This design comes from an exercise in tuning for small area, a short achievable clock period and few clock cycles per item on the open sky130 flow, not from production work.
The RTL was checked by simulation tests, not by an equivalence proof against the original design.
Power figures rest on the tool's default switching activity, not on a simulated workload.

Setup of run 1:
Design mult_16x16, start of the top module:
module mult_16x16 (
  input  logic        clk,
  input  logic        rst_n,
  input  logic        in_valid,
  output logic        in_ready,
  input  logic [15:0] in_a,
  input  logic [15:0] in_b,
  output logic        out_valid,
  input  logic        out_ready,
  output logic [31:0] out_product
);
  logic [2:0] v;
  logic [2:0] ld;
  assign ld[2] = !v[2] || out_ready;
  assign ld[1] = !v[1] || ld[2];
  assign ld[0] = !v[0] || ld[1];
  assign in_ready  = ld[0];
  assign out_valid = v[2];
  always_ff @(posedge clk) begin
    if (!rst_n) begin
      v <= '0;
    end else begin
      if (ld[0]) v[0] <= in_valid;
      if (ld[1]) v[1] <= v[0];
      if (ld[2]) v[2] <= v[1];
    end
  end
  logic xa1;
  logic xa2;
  logic xa3;
  logic xa4;
  logic xa5;
  logic xa6;
  logic xa7;
  logic xa8;
  logic xa9;
  logic xa10;
  logic xa11;
  logic xa12;
  logic xa13;
  logic xa14;
  logic xa15;
  logic xa16;
  logic xb17;
  logic xb18;
  logic xb19;
  logic xb20;
  logic xb21;
  logic xb22;
  logic xb23;
  logic xb24;
  logic xb25;
  ...
Size: about 880 cells after synthesis, about 70 I/O pins, roughly 0.013 mm2 of cells after synthesis.
Settings: LEC_CHECK=0, CAP_MARGIN=20, CORE_MARGIN=2, CORE_UTILIZATION=70, CTS_BUF_LIST=sky130_fd_sc_hd__clkbuf_4 sky130_fd_sc_hd__clkbuf_8, GPL_ROUTABILITY_DRIVEN=0, SETUP_SLACK_MARGIN=1.6, SLEW_MARGIN=20; clock period 4.0 ns.
standard.sh (not shown) runs the stock make flow with config.mk's settings and CLKGATE_MAP_FILE= SYNTH_SCRIPT=/design/flow/synth_recipe.tcl, a recipe that flattens the netlist after the stock synthesis.
==> flow/flow/run.sh <==
#!/bin/bash
# Own flow: the standard layout (standard.sh), with Yosys's synth run with -noabc so the
# pre-mapping "abc -fast" pass does not run before ORFS extracts full/half adders (it leaves
# the adders with inverted polarity and an inverter on most adder-to-adder nets). The rest of
# synthesis (-nofsm -noshare via synth_recipe.tcl, flatten, rename) and every later step are the
# standard ones. Each tool's output goes to a log file in the work folder.
set -euo pipefail
extra=()
if [[ -f flow/extra.mk ]]; then
  while read -r line; do [[ -n "$line" && "$line" != \#* ]] && extra+=("$line"); done < flow/extra.mk
fi
bash standard.sh SYNTH_ARGS=-noabc "${extra[@]}" finish > standard_flow.log 2>&1
==> flow/flow/extra.mk <==
BUFFER_PORTS_ARGS=-buffer_cell sky130_fd_sc_hd__buf_2
Testbench counts of run 1, summed over its fixed seeds: cycles 32,024, items 32,000.
## Diff of input files: run 2 against run 1
- removing GPL_ROUTABILITY_DRIVEN (formerly 0)
removed: flow/flow/extra.mk
==> comparison <==
In run 2, share of the clock period used by the worst path after layout is lower than in run 1. Where fmax is concerned, run 1 is outperformed by run 2. Sort run 2 and run 1 by wire length on met3 asc -> top: run 1. Final critical-path required period in run 2 vs run 1: down 52 ps. Changes observed in run 2 relative to run 1: placed cell count higher; largest net degree at the start of global routing lower; first-iteration DRC count lower.
Edits applied to the flow inputs when going from run 2 to run 3:
- SETUP_SLACK_MARGIN changed from 1.6 to 1.4
--- outcome ---
Max-slew headroom at the worst pin across run 2 and run 3: no real change. The critical path start-end classification comes out in -> reg in one run and reg -> reg in the other, namely in run 3 and run 2 respectively. Clock power: run 2 and run 3 compared, higher one is run 2. [compare] base=run 2 new=run 3: tightest hold margin lower, post-layout total power lost 3.2%, met2 wire length lower.
### run 3 -> run 4
- ABC_AREA newly set to 1
- CORE_UTILIZATION changed from 70 to 60
- SETUP_SLACK_MARGIN changed from 1.4 to 1.6
==> run summary <==
- Status | run 3 and run 4 | clean
- Run 4: share of the synthesized area in compound gates (AO/OA/AOI/OAI) 1.4 points below run 3
- Diff run 3 -> run 4: part of the power in the clock network fell by 0.7 points, final design instance area without fill rose by about 15%, fraction of standard cell area that is sequential fell by 5.2 points, final clock period utilization by the worst path fell by 2.5 points.
- Across both runs, final core area utilization was lower for run 4 than for run 3.

--- another note on this design; it stands on its own ---

==> inputs of garnet <==
Design mult_16x16, start of the top module:
module mult_16x16 (
  input  logic        clk,
  input  logic        rst_n,
  input  logic        in_valid,
  output logic        in_ready,
  input  logic [15:0] in_a,
  input  logic [15:0] in_b,
  output logic        out_valid,
  input  logic        out_ready,
  output logic [31:0] out_product
);
make LEC_CHECK=0 CAP_MARGIN=20 CORE_MARGIN=2 CORE_UTILIZATION=40 SETUP_SLACK_MARGIN=1.2 SLEW_MARGIN=20 finish   # period 4.0 ns
run.sh (not shown) runs the stock make flow with config.mk's settings and CLKGATE_MAP_FILE= SYNTH_SCRIPT=/design/flow/synth_recipe.tcl, a recipe that flattens the netlist after the stock synthesis.
==> maple (differences from garnet) <==
SETUP_SLACK_MARGIN = unset   (was 1.2)
==> run summary <==
- Between garnet and maple, the lower critical path depth is in maple (gap 1).
- Flip-flop and latch count is the same in garnet and maple.
- In maple the power is lower than in garnet, by about 9%.
- Against maple, the clock skew of garnet is lower by 0.78 ps.
- In synthesized area, garnet and maple do not differ.
- Clock-buffer cell count is the same in maple and garnet.
==> figures <==
| metric | garnet | maple |
|---|---|---|
| Depth of the critical timing path with buffers and inverters included | 6 | 5 |
| Time the final worst path needs with I/O delays and setup | 2890 ps | 3460 ps |
| Total length of routed wires | 30500 um | 27500 um |
| Power dissipated in the clock network | 1.68 mW | 1.70 mW |
| Result of the run | finished clean | finished clean |
| Plain + repair buffers | 140 | 100 |
| Maximum operating frequency | 346 MHz | 289 MHz |
| Slowest CP cell | sky130_fd_sc_hd__edfxtp_1 | sky130_fd_sc_hd__clkdlybuf4s50_1 |
| Total global routing track utilization | 0.182 | 0.167 |
| Power density cells | 718 nW/um^2 | 684 nW/um^2 |
| Routed wire length on met2 | 14600 um | 13100 um |
| Portion of the layout cell area used by non-clock buffers | 0.0754 | 0.0598 |
| Net load switching power | 4.45 mW | 3.96 mW |
Testbench counts of garnet, summed over its fixed seeds: cycles 32,016, items 32,000.
Testbench counts of maple, summed over its fixed seeds: cycles 32,016, items 32,000.

[separate check: timing with driven ports]
How much do the figures lean on ideal ports? The routed layouts below were timed once more, with nothing changed but the port constraints. Step 1: set_driving_cell puts a clkbuf_16 on clk and a buf_2 on each other input, an assumption about the parent block. Step 2 adds t to the input delays and takes it off the output delays; t is the mean of the earliest and latest rising clock arrival at the registers after step 1. Input paths then give back, and output paths get back, about the clock's delay inside the block. a / b / c = ideal ports / drivers / drivers and shift; a / b = the first two.
| run | t (ns) | setup WS [ns] | worst setup path after step 2 | cell pins on the clock port's net |
|---|---|---|---|---|
| run 1 | 0.506 | 1.432 / 1.432 / 1.086 | input to register | 1 |
| run 2 | 0.507 | 1.483 / 1.483 / 1.068 | input to register | 1 |
| run 3 | 0.512 | 1.370 / 1.391 / 0.878 | input to register | 1 |
| run 4 | 0.518 | 1.469 / 1.469 / 1.081 | input to register | 1 |
| garnet | 0.495 | 1.114 / 1.065 / 0.746 | input to register | 1 |
| maple | 0.494 | 0.540 / 0.490 / 0.147 | input to register | 1 |
After both steps setup and hold are still met in every run listed. For run 3, which loses most, drivers alone change the setup slack by +0.021 ns; drivers and shift together by -0.492 ns.
